Background: an optimization exercise with open tools, aiming at small area and a short achievable clock period. Do not read the settings as production practice.
The RTL was checked by simulation tests, not by an equivalence proof against the original design.
Power figures rest on the tool's default switching activity, not on a simulated workload.

==> run.sh <==
#!/bin/bash
# synth_recipe.tcl (not shown) runs the flow's synth.tcl, then flattens the netlist and writes it again
# the make line also repeats each setting of config.mk as NAME=value (left out here)
make -C /OpenROAD-flow-scripts/flow DESIGN_CONFIG=/design/flow/config.mk WORK_HOME=/design/flow/orfs CLKGATE_MAP_FILE= SYNTH_SCRIPT=/design/flow/synth_recipe.tcl finish
==> config.mk <==
export PLATFORM = sky130hd
export DESIGN_NAME = frame_buffer_top
export DESIGN_NICKNAME = frame_buffer_top
export VERILOG_FILES = /design/flow/design.v
export SDC_FILE = /design/flow/constraint.sdc
export NUM_CORES = 4
export LEC_CHECK = 0
export CAP_MARGIN = 20
export CORE_MARGIN = 2
export CORE_UTILIZATION = 40
export SLEW_MARGIN = 20
==> constraint.sdc <==
create_clock -name core_clock -period 4.0 [get_ports {sram_clock}]
set_input_delay 0.8000 -clock core_clock [delete_from_list [all_inputs] [get_ports {sram_clock}]]
set_output_delay 0.8000 -clock core_clock [all_outputs]
set_load 0.01 [all_outputs]
==> design.v <==
package mem_pkg;
   typedef logic [6-1:0] sram_addr_t;
   function automatic sram_addr_t ptr_next(input sram_addr_t ptr);
      ptr_next = ptr + 1'b1;
   endfunction
endpackage
package stream_pkg;
   typedef logic [16-1:0] sample_t;
   typedef struct packed
   {
      logic    last;    
      sample_t data;
   } buffer_word_t;
endpackage
`timescale 1ns/1ns
module sram_dual_port
#(
   parameter int address_width = 6
)
(
   input  logic                       sram_clock,
   input  logic                       wr_select,
   input  mem_pkg::sram_addr_t        wr_address,
   input  stream_pkg::buffer_word_t   wr_word,
   input  logic                       rd_select,
   input  mem_pkg::sram_addr_t        rd_address,
   output stream_pkg::buffer_word_t   rd_word      
);
   localparam int depth = 1 << address_width;
   logic [16:0] ram [0:depth-1];
   logic [address_width-1:0] wr_index;
   logic [address_width-1:0] rd_index;
   assign wr_index = wr_address[address_width-1:0];
   assign rd_index = rd_address[address_width-1:0];
   always_ff @(posedge sram_clock)
   begin
      if (wr_select)
      begin
         ram[wr_index] <= wr_word;
      end
   end
   always_ff @(posedge sram_clock)
   begin
      if (rd_select)
      begin
         rd_word <= ram[rd_index];  
      end
   end
endmodule
`timescale 1ns/1ns
module frame_writer
(
   input  logic                 sram_clock,
   input  logic                 rst,
   input  logic                 in_valid,
   input  logic                 in_last,
   input  stream_pkg::sample_t  in_data,
   input  mem_pkg::sram_addr_t  read_ptr,
   output mem_pkg::sram_addr_t  commit_ptr,
   output logic                 frame_dropped,
   output logic                     mem_wr_select,
   output mem_pkg::sram_addr_t      mem_wr_address,
   output stream_pkg::buffer_word_t mem_wr_word
);
   mem_pkg::sram_addr_t   wr_ptr;      
   mem_pkg::sram_addr_t   next_ptr;
   logic         discarding;  
   logic         full;
   logic         accept;
   stream_pkg::buffer_word_t in_word;
   assign next_ptr = mem_pkg::ptr_next(wr_ptr);
   assign full = (next_ptr == read_ptr);
   assign accept = in_valid && !discarding && !full;
   assign in_word.last = in_last;
   assign in_word.data = in_data;
   assign mem_wr_select  = accept;
   assign mem_wr_address = wr_ptr;
   assign mem_wr_word    = in_word;
   always_ff @(posedge sram_clock)
   begin
      if (rst)
      begin
         wr_ptr        <= '0;
         commit_ptr    <= '0;
         discarding    <= 1'b0;
         frame_dropped <= 1'b0;
      end
      else
      begin
         frame_dropped <= 1'b0;
         if (in_valid)
         begin
            if (discarding)
            begin
               if (in_last)
               begin
                  discarding <= 1'b0;  
               end
            end
            else if (full)
            begin
               wr_ptr        <= commit_ptr;
               frame_dropped <= 1'b1;
               discarding    <= !in_last;
            end
            else
            begin
               wr_ptr <= next_ptr;
               if (in_last)
               begin
                  commit_ptr <= next_ptr;  
               end
            end
         end
      end
   end
endmodule
`timescale 1ns/1ns
module frame_reader
(
   input  logic                 sram_clock,
   input  logic                 rst,
   input  logic                 hold,
   input  mem_pkg::sram_addr_t  commit_ptr,
   output mem_pkg::sram_addr_t  read_ptr,
   output logic                 out_valid,
   output logic                 out_last,
   output stream_pkg::sample_t  out_data,
   output logic                     mem_rd_select,
   output mem_pkg::sram_addr_t      mem_rd_address,
   input  stream_pkg::buffer_word_t mem_rd_word
);
   logic fetch;
   logic pending;
   assign pending = (read_ptr != commit_ptr);
   assign fetch = pending && !hold;
   assign mem_rd_select  = fetch;
   assign mem_rd_address = read_ptr;
   always_ff @(posedge sram_clock)
   begin
      if (rst)
      begin
         read_ptr  <= '0;
         out_valid <= 1'b0;
      end
      else
      begin
         out_valid <= fetch;  
         if (fetch)
         begin
            read_ptr <= mem_pkg::ptr_next(read_ptr);
         end
      end
   end
   assign out_data = mem_rd_word.data;
   assign out_last = mem_rd_word.last;
endmodule
`timescale 1ns/1ns
module frame_buffer_top
(
   input  logic                 sram_clock,
   input  logic                 rst,
   input  logic                 in_valid,
   input  logic                 in_last,
   input  logic                 hold,
   input  stream_pkg::sample_t  in_data,
   output logic                 out_valid,
   output logic                 out_last,
   output logic                 frame_dropped,
   output stream_pkg::sample_t  out_data
);
   mem_pkg::sram_addr_t commit_ptr;  
   mem_pkg::sram_addr_t read_ptr;
   logic                     wr_select;
   mem_pkg::sram_addr_t               wr_address;
   stream_pkg::buffer_word_t wr_word;
   logic                     rd_select;
   mem_pkg::sram_addr_t               rd_address;
   stream_pkg::buffer_word_t rd_word;
   frame_writer frame_writer_i
   (
      .sram_clock    (sram_clock),
      .rst           (rst),
      .in_valid      (in_valid),
      .in_last       (in_last),
      .in_data       (in_data),
      .read_ptr      (read_ptr),
      .commit_ptr    (commit_ptr),
      .frame_dropped (frame_dropped),
      .mem_wr_select  (wr_select),
      .mem_wr_address (wr_address),
      .mem_wr_word    (wr_word)
   );
   sram_dual_port
   #(
      .address_width (6)
   )
   sram_dual_port_i
   (
      .sram_clock (sram_clock),
      .wr_select  (wr_select),
      .wr_address (wr_address),
      .wr_word    (wr_word),
      .rd_select  (rd_select),
      .rd_address (rd_address),
      .rd_word    (rd_word)
   );
   frame_reader frame_reader_i
   (
      .sram_clock (sram_clock),
      .rst        (rst),
      .hold       (hold),
      .commit_ptr (commit_ptr),
      .read_ptr   (read_ptr),
      .out_valid  (out_valid),
      .out_last   (out_last),
      .out_data   (out_data),
      .mem_rd_select  (rd_select),
      .mem_rd_address (rd_address),
      .mem_rd_word    (rd_word)
   );
endmodule
==> flow_summary.yaml, run 1 <==
status:
  status: "no timing/DRC/antenna violations"
sta:
  skew_ns: 0.0331
  setup_viol: 0
  maxSlewViolCount: 0
  finalCriticalPeriod_ns: 3.76
  fin_hold_ws_ns: 0.419
  slew_headroom_pct: 22.8
  worstMarginPinSlew_ns: 1.15
  finalHoldViolCount: 0
  finalSetupTns_ns: 0
  max_freq_mhz: 266
  rsz0062_at_grt: "no"
  final.period_utilization_pct: 94.1
synth:
  yosysMostFrequentCell: "edfxtp_1"
  yosys.area.top_type: "edfxtp_1"
  yosysTopAreaCellShare_pct: 76.6
  yosysSeqAreaShare_pct: 77.6
  synth_cell_types: 57
  synth-edff-count: 1105
  synthTopCellsByCount: "edfxtp_1, mux4_2, nor3_1"
  synth_cells: 1982
  avgSynthCellArea_um2: 21.9
  async_reset_ff_share_pct: 0
  netlist_area_mm2: 0.0433
  ys_ff_latch: 1126
  synth_ff_type: "edfxtp_1"
  syn_nets: 2005
  synthTopCellsByArea: "edfxtp_1, mux4_2, a22oi_1"
  ys_warn_count: 3
pwr:
  p_leak_uw: 0.0150
  vdd_drop_max_v: 0.000400
  p_per_area_mw_per_mm2: 583
critical_path:
  arrival_ns: 4.17
  r2r_start: "frame_writer_i.wr_ptr[0]"
  r2r-end: "sram_dual_port_i.ram[53][12]"
  startpoint_type: "flip-flop"
  regToRegSetupSlack_ns: 0.24
  cp_max_fo: 26
  path_class: "reg -> reg"
  end_kind: "flip-flop"
  cp.required_ns: 4.41
  r2r_cells: 8
floorplan:
  core_mm2: 0.107
  fp.dieW_um: 333
  die-area_mm2: 0.111
  initial_core_util_pct: 40.4
  io_pins: 40
  rows: 120
  die_h_um: 333
clock_network:
  htreeDepth: 3
  cts_resized: 0
  clockRootBuffer: "clkbuf_16"
  postCtsHoldBufs: 0
  ctsLongestPathBuffers: 3
  cts_tree: "built"
  cts_buffers: 111
  cts_num_sinks: 1126
  clkSlewWorstSetupHoldPaths_ns: 0.06
  postCtsSetupRepairBufs: 0
  insertion_delay_ns: 0.70
flow_run:
  drv_cap: 0
routing:
  drc: 0
  ant_nets: 0
  viasPerCell: 5.88
  avgRoutedWirePerCell_um: 30.8
  num_vias: 21500
  drt_wl_total_um: 112000
  dr.pass1.iters: 8
  initialDrtViolationCount: 2858
placed_design:
  hpwlAfterDp_um: 71900
  gp_congestion: 0.956
  portBuffers: 39
global_route:
  grt_start_max_net_pins: 123
  grtUsageTotal_pct: 20.2
  grt_overflow: 0
  grt_pass1_vias: 21100
  grt_pass1_wl_um: 159000
  antenna_found_initial: 4
layout:
  drive_gt1_share_pct: 29.4
  antenna_cells: 0
  nNetsFinal: 2176
  layout-area-overhead-vs-synth_pct: 14.6
worst_hold_path:
  hold_path_startpoint: "in_data[12]"
  whs_path_depth: 1
  min_to: "sram_dual_port_i.ram[15][12]"
  hp-class: "in -> reg"
==> how the worst max path moves through the flow <==
stage                                   from                      endpoint  slack [ns]
global placement    frame_writer_i.wr_ptr[0]   sram_dual_port_i.ram[53][4]        0.43
global route        frame_writer_i.wr_ptr[0]   sram_dual_port_i.ram[52][8]        0.09
detailed placement  frame_writer_i.wr_ptr[0]   sram_dual_port_i.ram[53][4]        0.34
CTS                 frame_writer_i.wr_ptr[0]   sram_dual_port_i.ram[42][2]        0.30
floorplan                           in_valid   sram_dual_port_i.ram[45][0]        0.31
finish              frame_writer_i.wr_ptr[0]  sram_dual_port_i.ram[53][12]        0.24
==> where the power goes <==
| group | internal [µW] | switching (µW) | total (µW) | leakage (µW) |
|---|---|---|---|---|
| Clock | 5520 | 4270 | 9790 | 0.00168 |
| Sequential | 13300 | 203 | 13500 | 0.0101 |
| Combinational | 2380 | 3210 | 5590 | 0.00316 |
==> routing by layer <==
layer	routed length, µm	global-route usage [%]
met5	0	0
met4	3880	7.02
met3	10000	4.49
met2	51200	30.3
met1	47100	29.2
==> kinds of logic after synthesis <==
| family | share of synthesized area (%) |
|---|---|
| buf+inv | 1.60 |
| fa+ha+maj | 0.0578 |
| flops | 77.6 |
| xor+xnor | 0.503 |
| simple gates | 2.85 |
| mux | 14.4 |
| compound gates | 2.99 |
==> registers in the layout (all words and copies together), names as in the netlist <==
register / count
frame_reader_i.read_ptr: 6
frame_reader_i.out_valid: 1
frame_writer_i.commit_ptr: 6
frame_writer_i.wr_ptr: 6
sram_dual_port_i.ram: 1088
frame_writer_i.frame_dropped: 1
sram_dual_port_i.rd_word: 17
frame_writer_i.discarding: 1
==> cell type report <==
class	count	area (µm²)
Timing Repair Buffer	183	1460
Inverter	8	30.0
Clock buffer	141	2910
Fill cell	8888	57600
Tap cell	1403	1760
Clock inverter	65	499
Multi-Input combinational cell	723	9380
Sequential cell	1126	33600
==> worst max-delay path: stages, from the launching register on <==
cell,delay [ns]
dfxtp_1,0.58
ha_1,0.30
xor3_1,0.25
nor3_2,0.27
nand3_2,0.23
o21ai_4,0.92
buf_4,0.54
nor4_2,0.09
buf_4,0.27
==> stage by stage <==
stage                     total power (µW)  setup WS [ns]  instance area, µm²  std cells  util, %
after floorplan                      17300          0.308               43300       1982        -
after global placement               19300          0.428               46200       3442     43.1
after detailed placement             19400          0.340               46200       3442     43.1
after CTS                            29200          0.302               49600       3648     46.3
after global routing                 29900         0.0927               49600       3649     46.3
final                                28900          0.237               49600       3649     46.3
==> cell usage in the layout, fill, tap and decap left out, types with 5 or more instances in the layout <==
cell type        instances
a211oi_1                 7
o41ai_1                  7
nand3_1                 37
o22a_1                   7
nand2b_1                 6
a22oi_1                 57
edfxtp_1              1105
mux4_2                 267
nand3b_1                 5
xnor2_1                 10
nor4_1                   9
o22ai_1                 50
nor3_1                   7
buf_2                   17
buf_4                  138
and4_1                   6
xor2_1                   7
nor2b_1                 11
clkbuf_1                29
and2_1                   6
nor4_2                  11
nand2_1                 26
o221ai_1                 7
nor2_1                  34
mux2i_1                 23
clkinv_1                29
a31oi_1                  9
clkdlybuf4s50_1         22
bufinv_16                6
o21ai_0                 10
clkinv_2                23
clkbuf_16              112
inv_1                    7
nand4_1                  5
buf_12                   6
nor3_2                  54
dfxtp_1                 18
==> inputs of run 2 (changes only) <==
--- a/design.v
+++ b/design.v
@@ -21,8 +21,6 @@
    input  logic                       sram_clock,
-   input  logic                       wr_select,
    input  mem_pkg::sram_addr_t        wr_address,
    input  stream_pkg::buffer_word_t   wr_word,
-   input  logic                       rd_select,
    input  mem_pkg::sram_addr_t        rd_address,
-   output stream_pkg::buffer_word_t   rd_word      
+   output stream_pkg::buffer_word_t   rd_word
 );
@@ -30,12 +28,5 @@
    logic [16:0] ram [0:depth-1];
-   logic [address_width-1:0] wr_index;
-   logic [address_width-1:0] rd_index;
-   assign wr_index = wr_address[address_width-1:0];
-   assign rd_index = rd_address[address_width-1:0];
    always_ff @(posedge sram_clock)
    begin
-      if (wr_select)
-      begin
-         ram[wr_index] <= wr_word;
-      end
+      ram[wr_address] <= wr_word;
    end
@@ -43,6 +34,3 @@
    begin
-      if (rd_select)
-      begin
-         rd_word <= ram[rd_index];  
-      end
+      rd_word <= ram[rd_address];
    end
@@ -60,3 +48,2 @@
    output logic                 frame_dropped,
-   output logic                     mem_wr_select,
    output mem_pkg::sram_addr_t      mem_wr_address,
@@ -68,3 +55,2 @@
    logic         full;
-   logic         accept;
    stream_pkg::buffer_word_t in_word;
@@ -72,6 +58,4 @@
    assign full = (next_ptr == read_ptr);
-   assign accept = in_valid && !discarding && !full;
    assign in_word.last = in_last;
    assign in_word.data = in_data;
-   assign mem_wr_select  = accept;
    assign mem_wr_address = wr_ptr;
@@ -128,3 +112,2 @@
    output stream_pkg::sample_t  out_data,
-   output logic                     mem_rd_select,
    output mem_pkg::sram_addr_t      mem_rd_address,
@@ -136,3 +119,2 @@
    assign fetch = pending && !hold;
-   assign mem_rd_select  = fetch;
    assign mem_rd_address = read_ptr;
@@ -173,6 +155,4 @@
    mem_pkg::sram_addr_t read_ptr;
-   logic                     wr_select;
    mem_pkg::sram_addr_t               wr_address;
    stream_pkg::buffer_word_t wr_word;
-   logic                     rd_select;
    mem_pkg::sram_addr_t               rd_address;
@@ -189,3 +169,2 @@
       .frame_dropped (frame_dropped),
-      .mem_wr_select  (wr_select),
       .mem_wr_address (wr_address),
@@ -200,6 +179,4 @@
       .sram_clock (sram_clock),
-      .wr_select  (wr_select),
       .wr_address (wr_address),
       .wr_word    (wr_word),
-      .rd_select  (rd_select),
       .rd_address (rd_address),
@@ -217,3 +194,2 @@
       .out_data   (out_data),
-      .mem_rd_select  (rd_select),
       .mem_rd_address (rd_address),
==> run 2 against run 1 <==
Hold slack improved by 0.080 ns; final cell count rose by 1.9%; clock power rose by 7%; sequential share of layout area fell by 0.66 points; via count rose by 1.4%; core utilization rose by 0.16 points; worst setup slack improved by 0.55 ns; non-clock buffer count fell by 8; global-route usage rose by 0.23 points; sequential power barely moved; register-to-register slack improved by 0.55 ns; synthesized cell count rose by 3.5%; critical path type unchanged; largest power group unchanged.
==> flow_summary.yaml, run 2 <==
floorplan:
  die_h_um: 334
  fp.dieW_um: 334
  initial_core_util_pct: 40.5
  core_mm2: 0.107
  io_pins: 40
  rows: 120
  die-area_mm2: 0.111
global_route:
  grt_pass1_vias: 21900
  grt_start_max_net_pins: 65
  grtUsageTotal_pct: 20.4
  antenna_found_initial: 1
  grt_pass1_wl_um: 163000
  grt_overflow: 0
critical_path:
  path_class: "reg -> reg"
  startpoint_type: "flip-flop"
  end_kind: "flip-flop"
  r2r_cells: 6
  cp.required_ns: 4.63
  cp_max_fo: 26
  arrival_ns: 3.85
sta:
  rsz0062_at_grt: "no"
  finalSetupTns_ns: 0
  fin_hold_ws_ns: 0.500
  finalHoldViolCount: 0
  worstMarginPinSlew_ns: 1.04
  setup_viol: 0
  maxSlewViolCount: 0
  skew_ns: 0.0198
  final.period_utilization_pct: 80.4
  max_freq_mhz: 311
  slew_headroom_pct: 30.9
  finalCriticalPeriod_ns: 3.22
placed_design:
  gp_congestion: 0.859
  hpwlAfterDp_um: 70400
  portBuffers: 39
synth:
  yosysTopAreaCellShare_pct: 75.2
  synthTopCellsByArea: "edfxtp_1, mux4_2, mux2i_1"
  yosysSeqAreaShare_pct: 76.9
  synth_cells: 2051
  yosysMostFrequentCell: "edfxtp_1"
  synth_ff_type: "edfxtp_1"
  avgSynthCellArea_um2: 21.2
  async_reset_ff_share_pct: 0
  ys_ff_latch: 1126
  synthTopCellsByCount: "edfxtp_1, mux4_2, nor2_1"
  ys_warn_count: 3
  synth-edff-count: 1088
  yosys.area.top_type: "edfxtp_1"
  synth_cell_types: 58
  netlist_area_mm2: 0.0435
  syn_nets: 2074
layout:
  layout-area-overhead-vs-synth_pct: 14.8
  nNetsFinal: 2242
  largest_reg_flops: 1088
  final_cell_mix: "edfxtp_1, mux4_2, buf_4"
  drive_gt1_share_pct: 27.7
  largest_register: "sram_dual_port_i.ram"
  antenna_cells: 0
  final_common_cell: "edfxtp_1"
  reg.largest.list: "sram_dual_port_i.ram: 1088 flops, sram_dual_port_i.rd_word: 17 flops"
clock_network:
  cts_num_sinks: 1126
  clkSlewWorstSetupHoldPaths_ns: 0.06
  cts_tree: "built"
  postCtsHoldBufs: 0
  cts_resized: 0
  ctsLongestPathBuffers: 3
  cts_buffers: 113
  insertion_delay_ns: 0.70
  clockRootBuffer: "clkbuf_16"
  htreeDepth: 3
  postCtsSetupRepairBufs: 0
routing:
  ant_nets: 0
  num_vias: 21800
  initialDrtViolationCount: 2587
  dr.pass1.iters: 5
  drt_wl_total_um: 113000
  avgRoutedWirePerCell_um: 30.4
  drc: 0
  viasPerCell: 5.85
worst_hold_path:
  whs_path_depth: 2
  hp-class: "reg -> reg"
pwr:
  internal_power_uw: 21400
  combPwrFrac_pct: 15.0
  p_sw_share_pct: 25.1
  clock_power_share_pct: 36.8
  power.switching_uw: 7170
  p_per_area_mw_per_mm2: 572
  p_seq_share_pct: 48.2
  vdd_drop_max_v: 0.000343
  p_leak_uw: 0.0152
flow_run:
  drv_cap: 0
status:
  status: "no timing/DRC/antenna violations"
[run 2: cell count changes in the layout (fill, tap and decap cells not counted), sizes merged, moves of 22 or more]
cell / before / now
a221oi: 0 / 32
a22oi: 57 / 15
mux2i: 23 / 79
nand3: 38 / 9
nor2: 34 / 97
nor3: 61 / 13
o22ai: 50 / 28
[run 2: logic make-up after synthesis]
family,share of synthesized area [%]
AOI/OAI and AO/OA,3.21
xor gates and xnor gates,0.544
adders and majority gates,0.0576
buffers and inverters,1.53
DFF,76.9
muxes,15.0
and+or+nand+nor,2.72
[run 2: metrics by stage]
step                std cells  instance area, µm²  setup WS, ns  power, µW  utilization, %
floorplan                2051               43500          1.59      16500               -
global placement         3507               46200         0.849      18200            43.0
detailed placement       3507               46200         0.858      18300            43.0
CTS                      3718               49900         0.825      28800            46.5
global route             3718               49900         0.694      29500            46.5
finish                   3718               49900         0.783      28500            46.5
[run 2: critical path, cell delays in order (launching register included)]
cell and delay (ns):
dfxtp_4 0.68, buf_4 0.53, mux4_2 0.30, nor2_1 0.06, a221oi_1 0.71, a2bb2oi_1 0.60
a32o_1 0.26
[run 2: worst paths after layout]
| path | start | slack, ns | to |
|---|---|---|---|
| worst max-delay path | frame_reader_i.read_ptr[3] | 0.78 | sram_dual_port_i.rd_word[14] |
| worst min-delay path | frame_writer_i.commit_ptr[3] | 0.50 | frame_writer_i.commit_ptr[3] |
| worst max register to register | frame_reader_i.read_ptr[3] | 0.78 | sram_dual_port_i.rd_word[14] |
| worst min register to register | frame_writer_i.commit_ptr[3] | 0.50 | frame_writer_i.commit_ptr[3] |
[run 2: per-layer routing]
| metal | share of wire (%) | global-route usage, % | vias up |
|---|---|---|---|
| li1 | - | - | 8935 |
| met1 | 42 | 29.7 | 11700 |
| met2 | 48 | 32.3 | 940 |
| met3 | 7.8 | 3.55 | 143 |
| met4 | 2.1 | 4.71 | 2 |
| met5 | 0.011 | 0 | - |
[run 2: area by class of cell]
| type | count | area (µm²) |
|---|---|---|
| Inverter | 6 | 22.5 |
| Fill cell | 8794 | 57500 |
| Timing Repair Buffer | 175 | 1500 |
| Clock inverter | 70 | 648 |
| Clock buffer | 141 | 3060 |
| Tap cell | 1403 | 1760 |
| Sequential cell | 1126 | 33400 |
| Multi-Input combinational cell | 797 | 9460 |
[run 2: power groups by stage]
stage | Combinational [µW] | Clock (µW) | Sequential [µW]
2_1_floorplan | 2710 | 0 | 13800
3_3_place_gp | 4260 | 0 | 14000
3_5_place_dp | 4300 | 0 | 14000
4_1_cts | 4320 | 10700 | 13800
5_1_grt | 4540 | 11100 | 13800
6_report | 4280 | 10500 | 13700
==> inputs of run 3 (changes only) <==
--- a/config.mk
+++ b/config.mk
@@ -7,5 +7,7 @@
 export LEC_CHECK = 0
+export ABC_AREA = 1
 export CAP_MARGIN = 20
 export CORE_MARGIN = 2
-export CORE_UTILIZATION = 40
+export CORE_UTILIZATION = 55
+export SETUP_SLACK_MARGIN = 2.0
 export SLEW_MARGIN = 20
==> run 3 against run 2 <==
Largest cell class unchanged; count of clock-buffer cells in the layout grew 13; critical path type unchanged; still clean on timing, DRC and antenna; area after synthesis grew 2.4%; clock skew grew 0.0062 ns; synthesized cell count grew 70%; power grew 23%; final area grew 4.9%; largest power group unchanged; critical path depth grew 5; first-iteration DRC count grew 64%; worst setup slack gained 1.0 ns; critical endpoint is now sram_dual_port_i.rd_word[4].
==> flow_summary.yaml, run 3 <==
placed_design:
  gp_congestion: 0.866
  numPlacedInstances: 4499
  portBuffers: 39
  hpwlAfterDp_um: 74400
synth:
  ys_warn_count: 3
  ys_ff_latch: 1126
  yosys.area.top_type: "edfxtp_1"
  yosysMostFrequentCell: "edfxtp_1"
  avgSynthCellArea_um2: 12.8
  syn_nets: 3505
  netlist_area_mm2: 0.0445
  synthTopCellsByCount: "edfxtp_1, nor2_1, o21ai_0"
  yosysSeqAreaShare_pct: 75.2
  async_reset_ff_share_pct: 0
  synth_ff_type: "edfxtp_1"
  synth_cells: 3482
  yosysTopAreaCellShare_pct: 73.4
  synth-edff-count: 1088
  synth_cell_types: 35
  synthTopCellsByArea: "edfxtp_1, nor2_1, o21ai_0"
layout:
  layout.cells.non_filler: 4803
  drive_gt1_share_pct: 15.9
  reg.largest.list: "sram_dual_port_i.ram: 1088 flops, sram_dual_port_i.rd_word: 17 flops"
  final_common_cell: "edfxtp_1"
  antenna_cells: 0
  largest_reg_flops: 1088
  final_cell_mix: "edfxtp_1, nor2_1, o21ai_0"
  largest_register: "sram_dual_port_i.ram"
  nNetsFinal: 3670
  n_fill_cell: 5899
  layout-area-overhead-vs-synth_pct: 17.7
floorplan:
  initial_core_util_pct: 55.4
  die-area_mm2: 0.0832
  io_pins: 40
  fp.dieW_um: 288
  core_mm2: 0.0803
  die_h_um: 288
  rows: 104
routing:
  met1_length_um: 55600
  highest_layer: "met5"
  viasPerCell: 6.30
  dr.pass1.iters: 6
  num_vias: 30300
  drc: 0
  wl_met2_um: 64400
  dr_wl_met3_um: 14400
  avgRoutedWirePerCell_um: 29.0
  ant_nets: 0
  initialDrtViolationCount: 4241
  drt_wl_total_um: 139000
global_route:
  antenna_found_initial: 2
  grt_start_max_net_pins: 88
  grtUsageTotal_pct: 33.1
  grt_overflow: 0
  grt_pass1_vias: 28100
  grt_pass1_wl_um: 197000
critical_path:
  end_kind: "flip-flop"
  cp_max_fo: 14
  path_class: "reg -> reg"
  r2r-end: "sram_dual_port_i.rd_word[4]"
  r2r_cells: 11
  regToRegSetupSlack_ns: 1.80
  startpoint_type: "flip-flop"
  r2r_start: "frame_reader_i.read_ptr[0]"
  arrival_ns: 2.75
  cp.required_ns: 4.55
pwr:
  p_sw_share_pct: 33.8
  clock_power_share_pct: 29.5
  total_power_uw: 35200
  combPwrFrac_pct: 30.1
  vdd_drop_max_v: 0.000485
  power.switching_uw: 11900
  p_per_area_mw_per_mm2: 673
  p_seq_share_pct: 40.3
  p_leak_uw: 0.0175
  internal_power_uw: 23300
sta:
  slew_headroom_pct: 28.5
  finalHoldViolCount: 0
  maxSlewViolCount: 0
  worstMarginPinSlew_ns: 1.07
  finalCriticalPeriod_ns: 2.20
  rsz0062_at_grt: "yes"
  max_freq_mhz: 455
  final.period_utilization_pct: 54.9
  finalSetupTns_ns: 0
  setup_viol: 0
  skew_ns: 0.0260
worst_hold_path:
  hold_path_startpoint: "frame_writer_i.commit_ptr[0]"
  min_to: "frame_writer_i.commit_ptr[0]"
  hp-class: "reg -> reg"
  whs_path_depth: 2
clock_network:
  cts_num_sinks: 1126
  postCtsHoldBufs: 0
  ctsLongestPathBuffers: 3
  clockRootBuffer: "clkbuf_16"
  htreeDepth: 3
  cts_buffers: 113
  clkSlewWorstSetupHoldPaths_ns: 0.06
  insertion_delay_ns: 0.69
  cts_tree: "built"
status:
  status: "no timing/DRC/antenna violations"
flow_run:
  drv_cap: 0
## run 3: worst max-delay path by stage
| stage | slack (ns) | endpoint | startpoint | depth (start not counted) |
|---|---|---|---|---|
| 4_1_cts | 1.85 | sram_dual_port_i.rd_word[1] | frame_reader_i.read_ptr[0] | 10 |
| 5_1_grt | 1.76 | sram_dual_port_i.rd_word[2] | frame_reader_i.read_ptr[0] | 12 |
| 3_3_place_gp | 1.33 | sram_dual_port_i.rd_word[3] | frame_reader_i.read_ptr[1] | 10 |
| 6_report | 1.80 | sram_dual_port_i.rd_word[4] | frame_reader_i.read_ptr[0] | 11 |
| 3_5_place_dp | 1.30 | sram_dual_port_i.rd_word[8] | frame_reader_i.read_ptr[0] | 10 |
| 2_1_floorplan | 2.05 | sram_dual_port_i.ram[49][0] | frame_writer_i.wr_ptr[3] | 4 |
## run 3: what timing repair did
item                       in CTS  in global routing
gates cloned                   22                 10
setup buffers                  41                 20
pin swaps                      39                 59
resized for setup             234                 98
hold endpoints to repair        0                  0
setup endpoints to repair     291                341
## run 3: cell families after synthesis
logic type	synth area share, %
buf+inv	2.70
simple gates	11.7
xor+xnor	0.118
compound gates	10.3
fa+ha+maj	0.0562
flops	75.2
## run 3: per-layer routing
layer	vias to the layer above	global-route usage (%)
met5	-	0
met3	249	6.33
met1	15200	47.5
met4	4	11.3
li1	13200	-
met2	1713	51.2
## run 3: final cells by class
class | count | area (µm²) | share of cell area [%]
well taps | 1060 | 1330 | 2.53
repair buffers | 281 | 3310 | 6.33
repair inverters | 4 | 45.0 | 0.0861
multi-input cells | 2087 | 10300 | 19.8
clock inverters | 57 | 503 | 0.961
inverters | 34 | 168 | 0.320
flip-flops and latches | 1126 | 33500 | 64.0
clock buffers | 154 | 3140 | 6.01
## run 3: power groups by stage
stage	sequential (µW)	clock (µW)	combinational (µW)
6_report	14200	10400	10600
5_1_grt	14200	10900	11300
4_1_cts	14200	10400	9770
3_5_place_dp	14400	0	8080
3_3_place_gp	14400	0	7960
2_1_floorplan	14100	0	5120
## run 3: through the flow
stage / cell area [µm²] / util (%) / hold WS (ns) / worst slack [ns]
2_1_floorplan: 44500 / - / 0.454 / 2.05
3_3_place_gp: 46500 / 57.9 / 0.468 / 1.33
3_5_place_dp: 46500 / 57.9 / 0.476 / 1.30
4_1_cts: 51600 / 64.2 / 0.484 / 1.85
5_1_grt: 52300 / 65.2 / 0.508 / 1.76
6_report: 52300 / 65.2 / 0.478 / 1.80
## run 3: worst max-delay path, cell delays in order, from the launching register on
cell and delay (ns):
dfxtp_4 0.37, buf_4 0.17, buf_16 0.16, buf_8 0.16, nor2_2 0.16, nor2_4 0.04
o21ai_2 0.04, o211ai_1 0.16, nand3_1 0.16, nand4_1 0.28, nand3_2 0.26, nand2_1 0.09
==> inputs of run 4 (changes only) <==
--- a/config.mk
+++ b/config.mk
@@ -7,3 +7,2 @@
 export LEC_CHECK = 0
-export ABC_AREA = 1
 export CAP_MARGIN = 20
==> run 4 against run 3 <==
Still clean on timing, DRC and antenna; via count shrank 25%; critical path depth decreased by 4; core utilization is 2.7 points higher; non-clock buffer count grew 59; area after synthesis shrank 2.3%; clock power barely moved; largest cell class unchanged; highest routed layer is now met4.
==> flow_summary.yaml, run 4 <==
layout:
  antenna_cells: 0
  final_common_cell: "edfxtp_1"
  layout.cells.non_filler: 3531
  seq_area_mm2: 0.0335
  multiInputGateArea_mm2: 0.0107
  final_cell_mix: "edfxtp_1, mux4_2, buf_4"
  n_fill_cell: 4986
  drive_gt1_share_pct: 39.8
  reg.largest.list: "sram_dual_port_i.ram: 1088 flops, sram_dual_port_i.rd_word: 17 flops"
  post-route-util_pct: 67.9
  layout-area-overhead-vs-synth_pct: 22.8
  largest_reg_flops: 1088
  nNetsFinal: 2408
  largest_register: "sram_dual_port_i.ram"
synth:
  synth_cells: 2051
  ys_ff_latch: 1126
  synthTopCellsByCount: "edfxtp_1, mux4_2, nor2_1"
  yosysTopAreaCellShare_pct: 75.2
  async_reset_ff_share_pct: 0
  yosysMostFrequentCell: "edfxtp_1"
  synth_cell_types: 58
  netlist_area_mm2: 0.0435
  synth-edff-count: 1088
  syn_nets: 2074
  yosys.area.top_type: "edfxtp_1"
  synthTopCellsByArea: "edfxtp_1, mux4_2, mux2i_1"
  avgSynthCellArea_um2: 21.2
  yosysSeqAreaShare_pct: 76.9
  synth_ff_type: "edfxtp_1"
  ys_warn_count: 3
sta:
  worstMarginPinSlew_ns: 1.07
  rsz0062_at_grt: "yes"
  maxSlewViolCount: 0
  final.period_utilization_pct: 57.3
  slew_headroom_pct: 28.9
  final.setup.worst_slack_ns: 1.71
  finalHoldViolCount: 0
  setup_viol: 0
  fin_hold_ws_ns: 0.513
  max_freq_mhz: 436
  skew_ns: 0.0160
  finalCriticalPeriod_ns: 2.29
  finalSetupTns_ns: 0
routing:
  drt_wl_total_um: 121000
  dr.pass1.iters: 6
  ant_nets: 0
  num_vias: 22800
  drc: 0
  avgRoutedWirePerCell_um: 34.2
  initialDrtViolationCount: 2734
  viasPerCell: 6.45
worst_hold_path:
  hp-class: "reg -> reg"
clock_network:
  cts_buffers: 113
  cts_tree: "built"
  ctsLongestPathBuffers: 3
  insertion_delay_ns: 0.68
  cts_num_sinks: 1126
  clockRootBuffer: "clkbuf_16"
  clkSlewWorstSetupHoldPaths_ns: 0.06
  htreeDepth: 3
placed_design:
  hpwlAfterDp_um: 64700
  portBuffers: 39
  numPlacedInstances: 3130
  gp_congestion: 0.803
  dp_slack_ns: 0.563
critical_path:
  path_class: "reg -> reg"
  cp_max_fo: 6
  startpoint_type: "flip-flop"
  end_kind: "flip-flop"
  cp_common_cell: "buf_12"
  arrival_ns: 2.83
  worstPathCellList: "buf_12 -> buf_12 -> buf_12 -> buf_16 -> mux4_2 -> a211oi_2 -> o21ai_1"
  crit_path_max_incr_delay_ns: 0.54
  cp.required_ns: 4.54
  critPathSlowestCell: "mux4_2"
floorplan:
  core_mm2: 0.0786
  die_h_um: 285
  fp.dieW_um: 285
  initial_core_util_pct: 55.3
  rows: 103
  io_pins: 40
  die-area_mm2: 0.0813
global_route:
  grt_overflow: 0
  grt_start_max_net_pins: 65
  grtUsageTotal_pct: 29.3
  grt_pass1_vias: 22300
  antenna_found_initial: 2
  grt_pass1_wl_um: 167000
pwr:
  combPwrFrac_pct: 20.7
  internal_power_uw: 22200
  power.switching_uw: 7670
  clock_power_share_pct: 33.6
  vdd_drop_max_v: 0.000400
  p_sw_share_pct: 25.7
  p_per_area_mw_per_mm2: 560
  p_seq_share_pct: 45.6
  p_leak_uw: 0.0167
flow_run:
  drv_cap: 0
status:
  status: "no timing/DRC/antenna violations"
run 4: changes by cell type after synthesis, sizes merged, moves of 43 or more:
cell,before,now
nor2,682,97
o21ai,513,14
nand2,320,42
mux4,0,248
nand3,211,9
o211ai,116,11
o22ai,110,28
mux2i,0,79
clkbuf,116,45
buf,120,77
run 4: per-stage QoR:
stage                     total power (µW)  area (µm²)
after CTS                            29300       52000
after global placement               18100       45600
final                                29900       53400
after detailed placement             18100       45600
after floorplan                      16600       43700
after global routing                 30700       53400
run 4: kinds of logic (layout without fill, tap and decap cells):
kind of cell	count (synthesis)	after routing	synth area share, %
flops	1126	1126	76.9
xor+xnor	23	24	0.544
simple gates	242	242	2.72
fa+ha+maj	2	2	0.0576
compound gates	190	190	3.21
mux	340	340	15.0
buf+inv	128	557	1.53
run 4: per-layer routing:
layer	routed length, µm	track usage [%]	up-vias
met1	47300	41.2	12300
met4	3500	8.86	0
met5	0	0	-
li1	-	-	9284
met3	8850	4.03	155
met2	60900	48.6	1012
run 4: worst paths after layout:
path	start	end	slack (ns)	depth (start not counted)
worst max-delay path	frame_reader_i.read_ptr[1]	sram_dual_port_i.rd_word[15]	1.71	7
worst min-delay path	frame_writer_i.commit_ptr[4]	frame_writer_i.commit_ptr[4]	0.51	2
worst max register to register	frame_reader_i.read_ptr[1]	sram_dual_port_i.rd_word[15]	1.71	7
worst min register to register	frame_writer_i.commit_ptr[4]	frame_writer_i.commit_ptr[4]	0.51	2
run 4: power groups by stage:
stage / sequential (µW) / combinational (µW) / clock [µW]
final: 13600 / 6200 / 10100
after global routing: 13600 / 6470 / 10600
after CTS: 13600 / 5470 / 10200
after detailed placement: 14000 / 4120 / 0
after global placement: 14000 / 4090 / 0
after floorplan: 13800 / 2820 / 0
run 4: area by class of cell:
| type | instances | share of cell area (%) |
|---|---|---|
| flip-flops and latches | 1126 | 62.8 |
| multi-input cells | 798 | 20.0 |
| clock buffers | 134 | 5.57 |
| well taps | 1050 | 2.46 |
| inverters | 6 | 0.0492 |
| clock inverters | 77 | 1.01 |
| repair buffers | 340 | 8.15 |
run 4: critical path, delay by kind of cell, from the launching register on:
kind | cells | cell delay [ns]
flip-flops | 1 | 0.37
multiplexers | 1 | 0.54
AO/OA/AOI/OAI | 2 | 0.65
buffers and inverters | 4 | 0.57
run 4: timing repair:
item                                    4_1_cts  5_1_grt
pin swaps                                    50       37
cloned                                       26       11
hold buffers                                  0        0
resized for setup                           313      124
setup buffers                               101       52
endpoints found under the setup margin     1080      126
==> inputs of run 5 (changes only) <==
--- a/config.mk
+++ b/config.mk
@@ -7,2 +7,3 @@
 export LEC_CHECK = 0
+export ABC_AREA = 1
 export CAP_MARGIN = 20
@@ -10,2 +11,4 @@
 export CORE_UTILIZATION = 55
+export CTS_CLUSTER_DIAMETER = 60
+export CTS_CLUSTER_SIZE = 30
 export SETUP_SLACK_MARGIN = 2.0
==> run 5 against run 4 <==
Final area shrank 3.0%; clock skew rose by 0.018 ns; clock power is 16% lower; final cell count rose by 34%; non-clock buffer count shrank 53; count of clock-buffer cells in the layout shrank 55; worst setup slack gained 0.060 ns; register-to-register slack improved by 0.06 ns; hold slack got worse by 0.029 ns; critical path type unchanged; critical endpoint is now sram_dual_port_i.rd_word[7]; largest cell class unchanged; largest power group unchanged.
==> flow_summary.yaml, run 5 <==
synth:
  async_reset_ff_share_pct: 0
  netlist_area_mm2: 0.0445
  synth_compound_area_share_pct: 10.3
  synth-xor-area-share_pct: 0.118
  yosysSeqAreaShare_pct: 75.2
  synth_ff_type: "edfxtp_1"
  synthTopCellsByArea: "edfxtp_1, nor2_1, o21ai_0"
  synthAdderAreaFrac_pct: 0.0563
  synth_cell_types: 35
  yosysMostFrequentCell: "edfxtp_1"
  ys_ff_latch: 1126
  yosysTopAreaCellShare_pct: 73.4
  avgSynthCellArea_um2: 12.8
  synth_top_family_by_area: "simple AND/OR/NAND/NOR gates"
  syn_nets: 3505
  synth_cells: 3482
  synth-edff-count: 1088
  ys_warn_count: 3
  synth-simple-area-share_pct: 11.7
  synthTopCellsByCount: "edfxtp_1, nor2_1, o21ai_0"
  muxShareOfSynthArea_pct: 0
  yosys.area.top_type: "edfxtp_1"
sta:
  finalCriticalPeriod_ns: 2.23
  finalSetupTns_ns: 0
  maxSlewViolCount: 0
  fin_hold_ws_ns: 0.484
  setup_viol: 0
  worstMarginPinSlew_ns: 1.04
  skew_ns: 0.0335
  final.period_utilization_pct: 55.8
  finalHoldViolCount: 0
  rsz0062_at_grt: "yes"
  max_freq_mhz: 448
  slew_headroom_pct: 30.9
layout:
  reg.largest.list: "sram_dual_port_i.ram: 1088 flops, sram_dual_port_i.rd_word: 17 flops"
  nNetsFinal: 3638
  final_common_cell: "edfxtp_1"
  drive_gt1_share_pct: 16.0
  largest_register: "sram_dual_port_i.ram"
  layout-area-overhead-vs-synth_pct: 16.4
  largest_reg_flops: 1088
  final_cell_mix: "edfxtp_1, nor2_1, o21ai_0"
routing:
  viasPerCell: 6.38
  num_vias: 30200
  drt_wl_total_um: 141000
  drc: 0
  initialDrtViolationCount: 4338
  dr.pass1.iters: 6
  ant_nets: 0
  avgRoutedWirePerCell_um: 29.7
pwr:
  p_leak_uw: 0.0172
  p_sw_share_pct: 35.5
  vdd_drop_max_v: 0.000473
  power.switching_uw: 12000
  p_seq_share_pct: 41.9
  internal_power_uw: 21800
  p_per_area_mw_per_mm2: 654
  combPwrFrac_pct: 33.0
  clock_power_share_pct: 25.2
placed_design:
  gp_congestion: 0.866
  portBuffers: 39
  hpwlAfterDp_um: 74400
global_route:
  grtUsageTotal_pct: 33.3
  grt_pass1_wl_um: 198000
  grt_pass1_vias: 27900
  grt_overflow: 0
  grt_start_max_net_pins: 88
  antenna_found_initial: 2
floorplan:
  io_pins: 40
  fp.dieW_um: 288
  rows: 104
  initial_core_util_pct: 55.4
  die_h_um: 288
  die-area_mm2: 0.0832
  core_mm2: 0.0803
clock_network:
  insertion_delay_ns: 0.67
  clkSlewWorstSetupHoldPaths_ns: 0.09
  cts_buffers: 74
  cts_tree: "built"
  ctsLongestPathBuffers: 3
  clockRootBuffer: "clkbuf_16"
  htreeDepth: 3
  cts_num_sinks: 1126
critical_path:
  worstPathCellList: "buf_12 -> buf_12 -> inv_16 -> buf_16 -> o21ai_1 -> o21ai_1 -> o211ai_1 -> nand2_1 -> nand3_1 -> nand2_1"
  path_class: "reg -> reg"
  crit_path_max_incr_delay_ns: 0.53
  crit_start: "frame_reader_i.read_ptr[0]"
  critPathBufInv: 4
  end_kind: "flip-flop"
  cp.required_ns: 4.53
  startpoint_type: "flip-flop"
  critPathSlowestCell: "o211ai_1"
  r2r_start: "frame_reader_i.read_ptr[0]"
  critPathTopFamily: "compound AO/OA/AOI/OAI gates"
  arrival_ns: 2.76
  cp_max_fo: 14
status:
  status: "no timing/DRC/antenna violations"
worst_hold_path:
  hp-class: "reg -> reg"
  hold_path_startpoint: "frame_writer_i.commit_ptr[0]"
flow_run:
  drv_cap: 0
-- run 5: power groups by stage --
stage | clock network [µW] | logic [µW] | registers, µW
after CTS | 8590 | 10200 | 14100
after floorplan | 0 | 5120 | 14100
after detailed placement | 0 | 8080 | 14400
after global routing | 9010 | 11800 | 14200
final | 8520 | 11200 | 14200
after global placement | 0 | 7960 | 14400
-- run 5: area by class of cell --
cell class              instances  area (µm²)
multi-input cells            2087       10400
diodes                          2        5.00
repair inverters                5        67.6
clock inverters                57         743
inverters                      34         174
repair buffers                287        3590
clock buffers                  79        1910
flip-flops and latches       1126       33500
well taps                    1060        1330
fillers                      5957       28500
-- run 5: repair_timing --
| item | 4_1_cts | 5_1_grt |
|---|---|---|
| hold endpoints to repair | 0 | 0 |
| setup endpoints to repair | 289 | 550 |
| resized for setup | 269 | 135 |
| gates cloned | 31 | 13 |
| hold buffers | 0 | 0 |
| setup buffers | 32 | 24 |
| pin swaps | 46 | 78 |
-- run 5: stage by stage --
| step | area (µm²) | util (%) | setup WS [ns] | total power, µW | instances |
|---|---|---|---|---|---|
| 6_report | 51800 | 64.5 | 1.77 | 33900 | 4737 |
| 3_5_place_dp | 46500 | 57.9 | 1.30 | 22500 | 4499 |
| 3_3_place_gp | 46500 | 57.9 | 1.33 | 22400 | 4499 |
| 4_1_cts | 50800 | 63.3 | 1.86 | 32900 | 4698 |
| 2_1_floorplan | 44500 | - | 2.05 | 19200 | 3482 |
| 5_1_grt | 51800 | 64.5 | 1.75 | 35000 | 4735 |
-- run 5: worst paths after layout --
check	endpoint	slack, ns	depth (start not counted)
hold / removal	frame_writer_i.commit_ptr[0]	0.48	2
setup / recovery	sram_dual_port_i.rd_word[7]	1.77	10
setup reg to reg	sram_dual_port_i.rd_word[7]	1.77	10
hold reg to reg	frame_writer_i.commit_ptr[0]	0.48	2
-- run 5: cell families (layout without fill, tap and decap cells) --
family,count (synthesis),after routing
xor gates and xnor gates,6,6
and+or+nand+nor,1266,1267
buffers and inverters,270,462
other,0,2
adders and majority gates,2,2
DFF,1126,1126
AOI/OAI and AO/OA,812,812
-- run 5: tightest hold or removal path: stages, from the launching register on --
cell	delay [ns]
dfxtp_1	0.33
nand2_1	0.06
a21oi_1	0.05
-- run 5: routing by layer --
layer	vias up	GRT usage (%)	part of all wire, %
li1	13100	-	-
met1	15200	48.6	40
met2	1787	51.2	46
met3	227	5.54	10
met4	4	11.5	3.4
met5	-	0	0.018
==> inputs of run 6 (changes only) <==
--- a/design.v
+++ b/design.v
@@ -32,5 +32,16 @@
    end
-   always_ff @(posedge sram_clock)
-   begin
-      rd_word <= ram[rd_address];
+   logic [depth-1:0]        rd_sel;
+   logic [16:0] rd_next;
+   always_comb
+   begin
+      rd_next = '0;
+      for (int i = 0; i < depth; i++)
+      begin
+         rd_sel[i] = (rd_address == i[address_width-1:0]);
+         rd_next   = rd_next | (ram[i] & {(16+1){rd_sel[i]}});
+      end
+   end
+   always_ff @(posedge sram_clock)
+   begin
+      rd_word <= rd_next;
    end
--- a/config.mk
+++ b/config.mk
@@ -7,3 +7,2 @@
 export LEC_CHECK = 0
-export ABC_AREA = 1
 export CAP_MARGIN = 20
==> run 6 against run 5 <==
First-iteration DRC count rose by 45%; hold slack improved by 0.059 ns; clock skew rose by 0.0012 ns; synthesized cell count fell by 31%; worst setup slack got worse by 0.58 ns; via count fell by 4.7%; global-route usage rose by 14 points; maximum frequency fell by 21%; routed wire length rose by 30%; final area fell by 1.2%; area after synthesis fell by 6.9%.
==> flow_summary.yaml, run 6 <==
status:
  status: "no timing/DRC/antenna violations"
synth:
  synthTopCellsByCount: "edfxtp_1, a22oi_1, nor2_1"
  ys_ff_latch: 1126
  synth-edff-count: 1088
  synth_cell_types: 67
  netlist_area_mm2: 0.0414
  yosysSeqAreaShare_pct: 80.7
  synth_ff_type: "edfxtp_1"
  avgSynthCellArea_um2: 17.3
  syn_nets: 2427
  async_reset_ff_share_pct: 0
  synth_cells: 2401
  yosysMostFrequentCell: "edfxtp_1"
  yosys.area.top_type: "edfxtp_1"
  yosysTopAreaCellShare_pct: 78.9
  ys_warn_count: 3
  synthTopCellsByArea: "edfxtp_1, a22oi_1, dfxtp_1"
critical_path:
  path_class: "reg -> reg"
  r2r-end: "sram_dual_port_i.rd_word[12]"
  regToRegSetupSlack_ns: 1.19
  arrival_ns: 3.36
  worstPathCellList: "inv_4 -> ha_4 -> buf_4 -> buf_6 -> a22oi_2 -> o22ai_1 -> nand3b_1 -> nand4_1 -> or4_4 -> or4_1"
  r2r_start: "frame_reader_i.read_ptr[1]"
  r2r_cells: 10
  critPathSlowestCell: "or4_4"
  end_kind: "flip-flop"
  critPathBufInv: 3
  cp_max_fo: 8
  startpoint_type: "flip-flop"
  critPathTopFamily: "simple AND/OR/NAND/NOR gates"
  crit_path_max_incr_delay_ns: 0.57
  cp.required_ns: 4.55
layout:
  reg.largest.list: "sram_dual_port_i.ram: 1088 flops, sram_dual_port_i.rd_word: 17 flops"
  largest_reg_flops: 1088
  final_common_cell: "edfxtp_1"
  drive_gt1_share_pct: 31.8
  post-route-util_pct: 68.7
  final_cell_mix: "edfxtp_1, a22oi_1, buf_4"
  design_area_mm2: 0.0511
  layout-area-overhead-vs-synth_pct: 23.4
  largest_register: "sram_dual_port_i.ram"
  nNetsFinal: 2836
flow_run:
  drv_cap: 0
clock_network:
  cts_num_sinks: 1126
  postCtsHoldBufs: 0
  insertion_delay_ns: 0.67
  htreeDepth: 3
  cts_tree: "built"
  cts_buffers: 71
  clkSlewWorstSetupHoldPaths_ns: 0.10
  ctsLongestPathBuffers: 3
  clockRootBuffer: "clkbuf_16"
sta:
  worstMarginPinSlew_ns: 1.17
  finalHoldViolCount: 0
  max_freq_mhz: 356
  rsz0062_at_grt: "yes"
  skew_ns: 0.0347
  finalCriticalPeriod_ns: 2.81
  final.setup.worst_slack_ns: 1.19
  setup_viol: 0
  finalSetupTns_ns: 0
  slew_headroom_pct: 21.9
  maxSlewViolCount: 0
  final.period_utilization_pct: 70.3
routing:
  initialDrtViolationCount: 6303
  num_vias: 28800
  ant_nets: 0
  viasPerCell: 7.49
  dr.pass1.iters: 6
  drt_wl_total_um: 183000
  drc: 0
  avgRoutedWirePerCell_um: 47.6
floorplan:
  initial_core_util_pct: 55.6
  die-area_mm2: 0.0775
  io_pins: 40
  die_h_um: 278
  rows: 100
  core_mm2: 0.0744
  fp.dieW_um: 278
global_route:
  grt_overflow: 0
  grt_pass1_wl_um: 237000
  grtUsageTotal_pct: 47.0
  grt_start_max_net_pins: 66
  grt_pass1_vias: 26300
  antenna_found_initial: 8
placed_design:
  gp_congestion: 1.01
  portBuffers: 39
  dp_slack_ns: 0.695
  dpl_cell_area_mm2: 0.0447
  hpwlAfterDp_um: 109000
worst_hold_path:
  min_to: "frame_writer_i.wr_ptr[0]"
  hold_path_startpoint: "frame_writer_i.commit_ptr[0]"
  hp-class: "reg -> reg"
  whs_path_depth: 2
pwr:
  p_leak_uw: 0.0167
  vdd_drop_max_v: 0.000455
  p_per_area_mw_per_mm2: 506
  total_power_uw: 25900
run 6: layout make-up:
| class | instances | area (µm²) |
|---|---|---|
| well taps | 969 | 1210 |
| flip-flops and latches | 1126 | 33500 |
| fillers | 4864 | 23300 |
| repair buffers | 453 | 4380 |
| inverters | 5 | 27.5 |
| clock buffers | 79 | 1920 |
| multi-input cells | 1153 | 9320 |
| clock inverters | 53 | 732 |
| diodes | 7 | 17.5 |
run 6: power breakdown:
group          internal [µW]  switching (µW)  leakage (µW)
sequential             13400             268        0.0101
clock                   3950            4610       0.00128
combinational           1320            2290       0.00528
run 6: worst max path at each step:
stage,from,end,slack [ns],depth (start not counted)
after floorplan,frame_reader_i.read_ptr[1],sram_dual_port_i.rd_word[7],1.53,9
after global placement,frame_reader_i.read_ptr[1],sram_dual_port_i.rd_word[7],0.69,8
after detailed placement,frame_reader_i.read_ptr[5],sram_dual_port_i.rd_word[4],0.70,7
after CTS,frame_reader_i.read_ptr[0],sram_dual_port_i.rd_word[12],1.28,10
after global routing,frame_reader_i.read_ptr[2],sram_dual_port_i.rd_word[7],1.24,8
final,frame_reader_i.read_ptr[1],sram_dual_port_i.rd_word[12],1.19,10
run 6: kinds of logic (layout without fill, tap and decap cells):
logic type,Yosys count,count (layout),synth area share (%)
AOI/OAI and AO/OA,565,566,10.5
xor gates and xnor gates,21,21,0.477
adders and majority gates,5,5,0.151
buffers and inverters,123,590,1.24
DFF,1126,1126,80.7
muxes,16,16,0.402
other,0,7,0
and+or+nand+nor,545,545,6.53
run 6: worst min-delay path, stage by stage, from the launching register on:
cell,delay [ns]
dfxtp_1,0.36
nand3_2,0.07
a31oi_1,0.07
run 6: repair_timing:
item,4_1_cts,5_1_grt
pin swaps,80,72
cloned,3,0
resized for setup,366,117
setup buffers,149,55
setup endpoints to repair,1138,385
run 6: through the flow:
step           instances  hold slack [ns]
3_3_place_gp        3498            0.504
6_report            3845            0.543
3_5_place_dp        3499            0.527
5_1_grt             3838            0.572
2_1_floorplan       2401            0.448
4_1_cts             3783            0.524
run 6: layer usage:
metal / vias to the layer above / GRT usage, % / part of all wire, %
li1: 10700 / - / -
met1: 14500 / 62.5 / 33
met3: 623 / 18.5 / 18
met2: 3028 / 67.1 / 42
met4: 6 / 25.0 / 7.1
met5: - / 0 / 0.022
==> inputs of run 7 (changes only) <==
--- a/config.mk
+++ b/config.mk
@@ -10,4 +10,2 @@
 export CORE_UTILIZATION = 55
-export CTS_CLUSTER_DIAMETER = 60
-export CTS_CLUSTER_SIZE = 30
 export SETUP_SLACK_MARGIN = 2.0
==> run 7 against run 6 <==
Final cell count up 1.5%; hold slack worse by 0.0090 ns; combinational power decreased by 3%; area after synthesis is the same; largest cell class unchanged; die area unchanged.
==> flow_summary.yaml, run 7 <==
critical_path:
  cp_max_fo: 15
  cp.required_ns: 4.57
  path_class: "reg -> reg"
  arrival_ns: 3.34
  startpoint_type: "flip-flop"
  end_kind: "flip-flop"
routing:
  viasPerCell: 7.51
  drc: 0
  drt_wl_total_um: 184000
  initialDrtViolationCount: 6826
  dr.pass1.iters: 8
  ant_nets: 0
  avgRoutedWirePerCell_um: 47.3
  num_vias: 29300
global_route:
  antenna_found_initial: 7
  grt_pass1_wl_um: 239000
  grt_overflow: 0
  grtUsageTotal_pct: 47.4
  grt_pass1_vias: 26700
  grt_start_max_net_pins: 66
layout:
  largest_register: "sram_dual_port_i.ram"
  final_common_cell: "edfxtp_1"
  design_area_mm2: 0.0517
  reg.largest.list: "sram_dual_port_i.ram: 1088 flops, sram_dual_port_i.rd_word: 17 flops"
  nNetsFinal: 2859
  drive_gt1_share_pct: 30.2
  largest_reg_flops: 1088
  layout-area-overhead-vs-synth_pct: 24.8
  layout.cells.non_filler: 3903
  final_cell_mix: "edfxtp_1, a22oi_1, buf_4"
placed_design:
  numPlacedInstances: 3499
  portBuffers: 39
  gp_congestion: 1.01
  dpl_cell_area_mm2: 0.0447
  hpwlAfterDp_um: 109000
synth:
  ys_warn_count: 3
  synth_top_family_by_area: "compound AO/OA/AOI/OAI gates"
  synth_ff_type: "edfxtp_1"
  synth_cell_types: 67
  ys_ff_latch: 1126
  yosys.area.top_type: "edfxtp_1"
  yosysSeqAreaShare_pct: 80.7
  netlist_area_mm2: 0.0414
  synthTopCellsByCount: "edfxtp_1, a22oi_1, nor2_1"
  yosysMostFrequentCell: "edfxtp_1"
  synth-simple-area-share_pct: 6.53
  muxShareOfSynthArea_pct: 0.402
  syn_nets: 2427
  avgSynthCellArea_um2: 17.3
  synthAdderAreaFrac_pct: 0.151
  synth-edff-count: 1088
  synth-xor-area-share_pct: 0.477
  synth_cells: 2401
  synth_compound_area_share_pct: 10.5
  async_reset_ff_share_pct: 0
  yosysTopAreaCellShare_pct: 78.9
  synthTopCellsByArea: "edfxtp_1, a22oi_1, dfxtp_1"
sta:
  worstMarginPinSlew_ns: 1.19
  maxSlewViolCount: 0
  rsz0062_at_grt: "yes"
  setup_viol: 0
  max_freq_mhz: 361
  fin_hold_ws_ns: 0.534
  final.period_utilization_pct: 69.2
  finalCriticalPeriod_ns: 2.77
  slew_headroom_pct: 20.4
  finalHoldViolCount: 0
  finalSetupTns_ns: 0
  skew_ns: 0.0279
floorplan:
  die-area_mm2: 0.0775
  initial_core_util_pct: 55.6
  core_mm2: 0.0744
  io_pins: 40
  die_h_um: 278
  rows: 100
  fp.dieW_um: 278
clock_network:
  ctsLongestPathBuffers: 3
  postCtsHoldBufs: 0
  cts_tree: "built"
  cts_buffers: 111
  cts_num_sinks: 1126
  insertion_delay_ns: 0.71
  htreeDepth: 3
  clkSlewWorstSetupHoldPaths_ns: 0.06
  clockRootBuffer: "clkbuf_16"
pwr:
  p_leak_uw: 0.0170
  vdd_drop_max_v: 0.000410
  p_per_area_mw_per_mm2: 541
status:
  status: "no timing/DRC/antenna violations"
flow_run:
  drv_cap: 0
worst_hold_path:
  hp-class: "reg -> reg"
[run 7: worst max-delay path, cell delays in order (launching register included)]
cell and delay (ns):
dfxtp_4 0.38, ha_4 0.22, nand3_1 0.27, nor2_2 0.13
buf_6 0.25, a22oi_1 0.19, nand4_1 0.22, or4_4 0.54
or4_1 0.42
[run 7: metal layers]
layer	global-route usage [%]	part of all wire, %	up-vias	wire length, µm
met2	67.8	42	3206	77000
met1	63.5	34	14700	61900
met4	25.2	7.3	6	13400
met5	0	0.020	-	37
li1	-	-	10800	-
met3	17.8	17	670	32200
[run 7: path summary, 6_finish.rpt]
check / startpoint / end / slack [ns] / depth (start not counted)
worst max-delay path: frame_reader_i.read_ptr[1] / sram_dual_port_i.rd_word[12] / 1.23 / 8
worst min-delay path: frame_writer_i.commit_ptr[3] / frame_writer_i.commit_ptr[3] / 0.53 / 2
worst min register to register: frame_writer_i.commit_ptr[3] / frame_writer_i.commit_ptr[3] / 0.53 / 2
worst max register to register: frame_reader_i.read_ptr[1] / sram_dual_port_i.rd_word[12] / 1.23 / 8
[run 7: repair_timing]
action / CTS / global route
resized for setup: 383 / 41
hold endpoints to repair: 0 / 0
setup endpoints to repair: 1138 / 415
setup buffers: 160 / 26
pin swaps: 93 / 35
gates cloned: 3 / 1
[run 7: stage by stage]
| step | total power (µW) | util (%) | setup WS, ns |
|---|---|---|---|
| detailed placement | 16500 | 60.0 | 0.695 |
| CTS | 27600 | 68.8 | 1.31 |
| finish | 28000 | 69.4 | 1.23 |
| global placement | 16500 | 60.0 | 0.694 |
| global route | 28400 | 69.4 | 1.24 |
| floorplan | 15000 | - | 1.53 |
[run 7: power breakdown]
group          switching, µW  leakage, µW  total, µW  internal, µW
clock                   4570      0.00180      10800          6180
sequential               287       0.0101      13700         13400
combinational           2230      0.00511       3500          1270
total                   7090       0.0170      28000         20900
[run 7: kinds of logic after synthesis]
kind of cell	Yosys count
multiplexers	16
flip-flops	1126
buffers and inverters	123
XOR/XNOR	21
AND/OR/NAND/NOR	545
adder cells (fa/ha/maj)	5
AO/OA/AOI/OAI	565
[run 7: final cells by class]
type                       count  area, µm²
clock inverter                58        718
fill                        4832      22800
tap                          969       1210
clock buffer                 148       3000
inverter                       5       27.5
antenna                        8       20.0
multi-input combinational   1153       9060
timing repair buffer         436       4140
sequential                  1126      33500
==> inputs of run 8 (changes only) <==
--- a/design.v
+++ b/design.v
@@ -23,3 +23,4 @@
    input  stream_pkg::buffer_word_t   wr_word,
-   input  mem_pkg::sram_addr_t        rd_address,
+   input  logic [7:0]                 rd_lo,    
+   input  logic [7:0]                 rd_hi,    
    output stream_pkg::buffer_word_t   rd_word
@@ -32,3 +33,2 @@
    end
-   logic [depth-1:0]        rd_sel;
    logic [16:0] rd_next;
@@ -39,4 +39,3 @@
       begin
-         rd_sel[i] = (rd_address == i[address_width-1:0]);
-         rd_next   = rd_next | (ram[i] & {(16+1){rd_sel[i]}});
+         rd_next = rd_next | (ram[i] & {(16+1){rd_hi[i/8] & rd_lo[i%8]}});
       end
@@ -123,3 +122,4 @@
    output stream_pkg::sample_t  out_data,
-   output mem_pkg::sram_addr_t      mem_rd_address,
+   output logic [7:0]           mem_rd_lo,
+   output logic [7:0]           mem_rd_hi,
    input  stream_pkg::buffer_word_t mem_rd_word
@@ -130,3 +130,2 @@
    assign fetch = pending && !hold;
-   assign mem_rd_address = read_ptr;
    always_ff @(posedge sram_clock)
@@ -136,2 +135,4 @@
          read_ptr  <= '0;
+         mem_rd_lo <= 8'b0000_0001;
+         mem_rd_hi <= 8'b0000_0001;
          out_valid <= 1'b0;
@@ -143,3 +144,8 @@
          begin
-            read_ptr <= mem_pkg::ptr_next(read_ptr);
+            read_ptr  <= mem_pkg::ptr_next(read_ptr);
+            mem_rd_lo <= {mem_rd_lo[6:0], mem_rd_lo[7]};
+            if (mem_rd_lo[7])
+            begin
+               mem_rd_hi <= {mem_rd_hi[6:0], mem_rd_hi[7]};
+            end
          end
@@ -168,3 +174,4 @@
    stream_pkg::buffer_word_t wr_word;
-   mem_pkg::sram_addr_t               rd_address;
+   logic [7:0]               rd_lo;
+   logic [7:0]               rd_hi;
    stream_pkg::buffer_word_t rd_word;
@@ -192,3 +199,4 @@
       .wr_word    (wr_word),
-      .rd_address (rd_address),
+      .rd_lo      (rd_lo),
+      .rd_hi      (rd_hi),
       .rd_word    (rd_word)
@@ -205,3 +213,4 @@
       .out_data   (out_data),
-      .mem_rd_address (rd_address),
+      .mem_rd_lo      (rd_lo),
+      .mem_rd_hi      (rd_hi),
       .mem_rd_word    (rd_word)
--- a/config.mk
+++ b/config.mk
@@ -7,2 +7,3 @@
 export LEC_CHECK = 0
+export ABC_AREA = 1
 export CAP_MARGIN = 20
@@ -10,2 +11,4 @@
 export CORE_UTILIZATION = 55
+export CTS_CLUSTER_DIAMETER = 60
+export CTS_CLUSTER_SIZE = 30
 export SETUP_SLACK_MARGIN = 2.0
==> run 8 against run 7 <==
First-iteration DRC count decreased by 13%; largest cell class unchanged; critical path type unchanged; core utilization decreased by 3.9 points; sequential share of layout area increased by 3.0 points; final cell count increased by 13%; critical endpoint is now sram_dual_port_i.rd_word[6]; global-route usage decreased by 3.3 points; critical path depth decreased by 1.
==> flow_summary.yaml, run 8 <==
synth:
  ys_warn_count: 3
  synth-xor-area-share_pct: 0.124
  muxShareOfSynthArea_pct: 0
  yosysMostFrequentCell: "edfxtp_1"
  synthTopCellsByCount: "edfxtp_1, nand2_1, nand4_1"
  synth_top_family_by_area: "simple AND/OR/NAND/NOR gates"
  syn_nets: 3053
  synth_ff_type: "edfxtp_1"
  synth_compound_area_share_pct: 2.60
  synth-edff-count: 1088
  yosys.area.top_type: "edfxtp_1"
  synthAdderAreaFrac_pct: 0.0589
  synth_cell_types: 33
  yosysSeqAreaShare_pct: 79.4
  synth_cells: 3030
  ys_ff_latch: 1142
  async_reset_ff_share_pct: 0
  avgSynthCellArea_um2: 14.0
  synth-simple-area-share_pct: 15.9
  synthTopCellsByArea: "edfxtp_1, nand2_1, nand4_1"
  netlist_area_mm2: 0.0425
  yosysTopAreaCellShare_pct: 76.9
routing:
  dr.pass1.iters: 6
  num_vias: 29400
  ant_nets: 0
  drt_wl_total_um: 174000
  drc: 0
  avgRoutedWirePerCell_um: 39.4
  viasPerCell: 6.67
  initialDrtViolationCount: 5969
global_route:
  grt_pass1_vias: 26300
  grt_start_max_net_pins: 65
  antenna_found_initial: 5
  grt_overflow: 0
  grt_pass1_wl_um: 228000
  grtUsageTotal_pct: 44.1
layout:
  final_cell_mix: "edfxtp_1, nand2_1, nand4_1"
  layout.cells.non_filler: 4407
  layout-area-overhead-vs-synth_pct: 17.5
  final_common_cell: "edfxtp_1"
  largest_register: "sram_dual_port_i.ram"
  drive_gt1_share_pct: 20.4
  largest_reg_flops: 1088
  nNetsFinal: 3339
  design_area_mm2: 0.0500
  reg.largest.list: "sram_dual_port_i.ram: 1088 flops, sram_dual_port_i.rd_word: 17 flops"
pwr:
  combPwrFrac_pct: 17.8
  total_power_uw: 28100
  p_sw_share_pct: 31.0
  power.switching_uw: 8690
  vdd_drop_max_v: 0.000391
  p_per_area_mw_per_mm2: 562
  p_seq_share_pct: 51.5
  internal_power_uw: 19400
  p_leak_uw: 0.0168
  clock_power_share_pct: 30.7
clock_network:
  clockRootBuffer: "clkbuf_16"
  ctsLongestPathBuffers: 3
  postCtsHoldBufs: 0
  insertion_delay_ns: 0.66
  cts_tree: "built"
  cts_num_sinks: 1142
  cts_buffers: 73
  clkSlewWorstSetupHoldPaths_ns: 0.09
  htreeDepth: 3
floorplan:
  io_pins: 40
  core_mm2: 0.0762
  die_h_um: 282
  fp.dieW_um: 282
  rows: 101
  initial_core_util_pct: 55.8
  die-area_mm2: 0.0795
placed_design:
  dp_slack_ns: 0.987
  numPlacedInstances: 4174
  hpwlAfterDp_um: 105000
  dpl_cell_area_mm2: 0.0452
  portBuffers: 39
  gp_congestion: 0.961
sta:
  finalHoldViolCount: 0
  skew_ns: 0.0319
  finalSetupTns_ns: 0
  worstMarginPinSlew_ns: 1.17
  max_freq_mhz: 466
  final.setup.worst_slack_ns: 1.85
  final.period_utilization_pct: 53.7
  setup_viol: 0
  rsz0062_at_grt: "yes"
  slew_headroom_pct: 22.3
  finalCriticalPeriod_ns: 2.15
  maxSlewViolCount: 0
critical_path:
  startpoint_type: "flip-flop"
  crit_start: "frame_reader_i.mem_rd_lo[7]"
  path_class: "reg -> reg"
  r2r_start: "frame_reader_i.mem_rd_lo[7]"
  cp_max_fo: 14
  arrival_ns: 2.68
  end_kind: "flip-flop"
  cp.required_ns: 4.54
flow_run:
  drv_cap: 0
worst_hold_path:
  hold_path_startpoint: "frame_writer_i.commit_ptr[1]"
  hp-class: "reg -> reg"
status:
  status: "no timing/DRC/antenna violations"
==> run 8: cell count changes in the layout (fill, tap and decap cells not counted), moves of 35 or more <==
cell,delta
a22oi_1,-382
nand2_1,+874
a22o_1,+66
nor2_1,+40
buf_4,-82
clkbuf_16,-35
buf_6,-36
nand4_1,+168
nor2_4,-42
==> run 8: power groups by stage <==
stage	registers [µW]	clock network, µW	logic, µW
floorplan	14300	0	2020
finish	14500	8610	5000
global route	14500	9000	5050
detailed placement	14600	0	4320
CTS	14400	8590	4600
global placement	14600	0	4290
==> run 8: cell families after synthesis <==
| group | count (synthesis) |
|---|---|
| compound gates | 138 |
| xor+xnor | 6 |
| fa+ha+maj | 2 |
| buf+inv | 187 |
| flops | 1142 |
| simple gates | 1555 |
==> run 8: worst paths after layout <==
check,to,slack (ns),cells after the start
worst max register to register,sram_dual_port_i.rd_word[6],1.85,7
worst max-delay path,sram_dual_port_i.rd_word[6],1.85,7
worst min-delay path,frame_writer_i.commit_ptr[1],0.52,2
worst min register to register,frame_writer_i.commit_ptr[1],0.52,2
==> run 8: area by class of cell <==
class,count,area [µm²]
Sequential cell,1142,33900
Fill cell,5530,26300
Multi-Input combinational cell,1702,8740
Timing Repair Buffer,301,2750
Clock buffer,82,1950
Tap cell,1030,1290
Clock inverter,52,737
Inverter,96,621
Antenna cell,2,5.00
==> run 8: timing repair <==
action / 4_1_cts / 5_1_grt
pin swaps: 30 / 36
setup buffers: 55 / 39
setup endpoints to repair: 1098 / 238
gates resized for setup: 344 / 99
gates cloned: 0 / 1
==> run 8: routing by layer <==
| layer | GRT usage (%) | share of wire (%) | up-vias |
|---|---|---|---|
| met5 | 0 | 0.029 | - |
| met4 | 25.5 | 7.3 | 6 |
| met3 | 13.1 | 15 | 532 |
| met2 | 63.2 | 42 | 2642 |
| met1 | 60.5 | 35 | 14700 |
| li1 | - | - | 11600 |
==> run 8: through the flow <==
step	util, %	hold slack [ns]
4_1_cts	64.6	0.520
2_1_floorplan	-	0.460
6_report	65.6	0.523
3_5_place_dp	59.3	0.503
3_3_place_gp	59.2	0.473
5_1_grt	65.5	0.548
==> run 8: critical path, stage by stage (launching register included) <==
cell,delay (ns)
dfxtp_4,0.41
nand2_2,0.12
inv_8,0.12
a22o_1,0.25
nor3_2,0.20
buf_6,0.18
nand4_1,0.37
or2_1,0.35

Re-timed with assumed drivers on the ports (clkbuf_16 on the clock, buf_2 on other inputs), run 8 has 1.853 ns of setup slack against 1.853 ns with ideal ports, and 1.519 ns once port delays also move by the mid clock arrival of 0.723 ns.
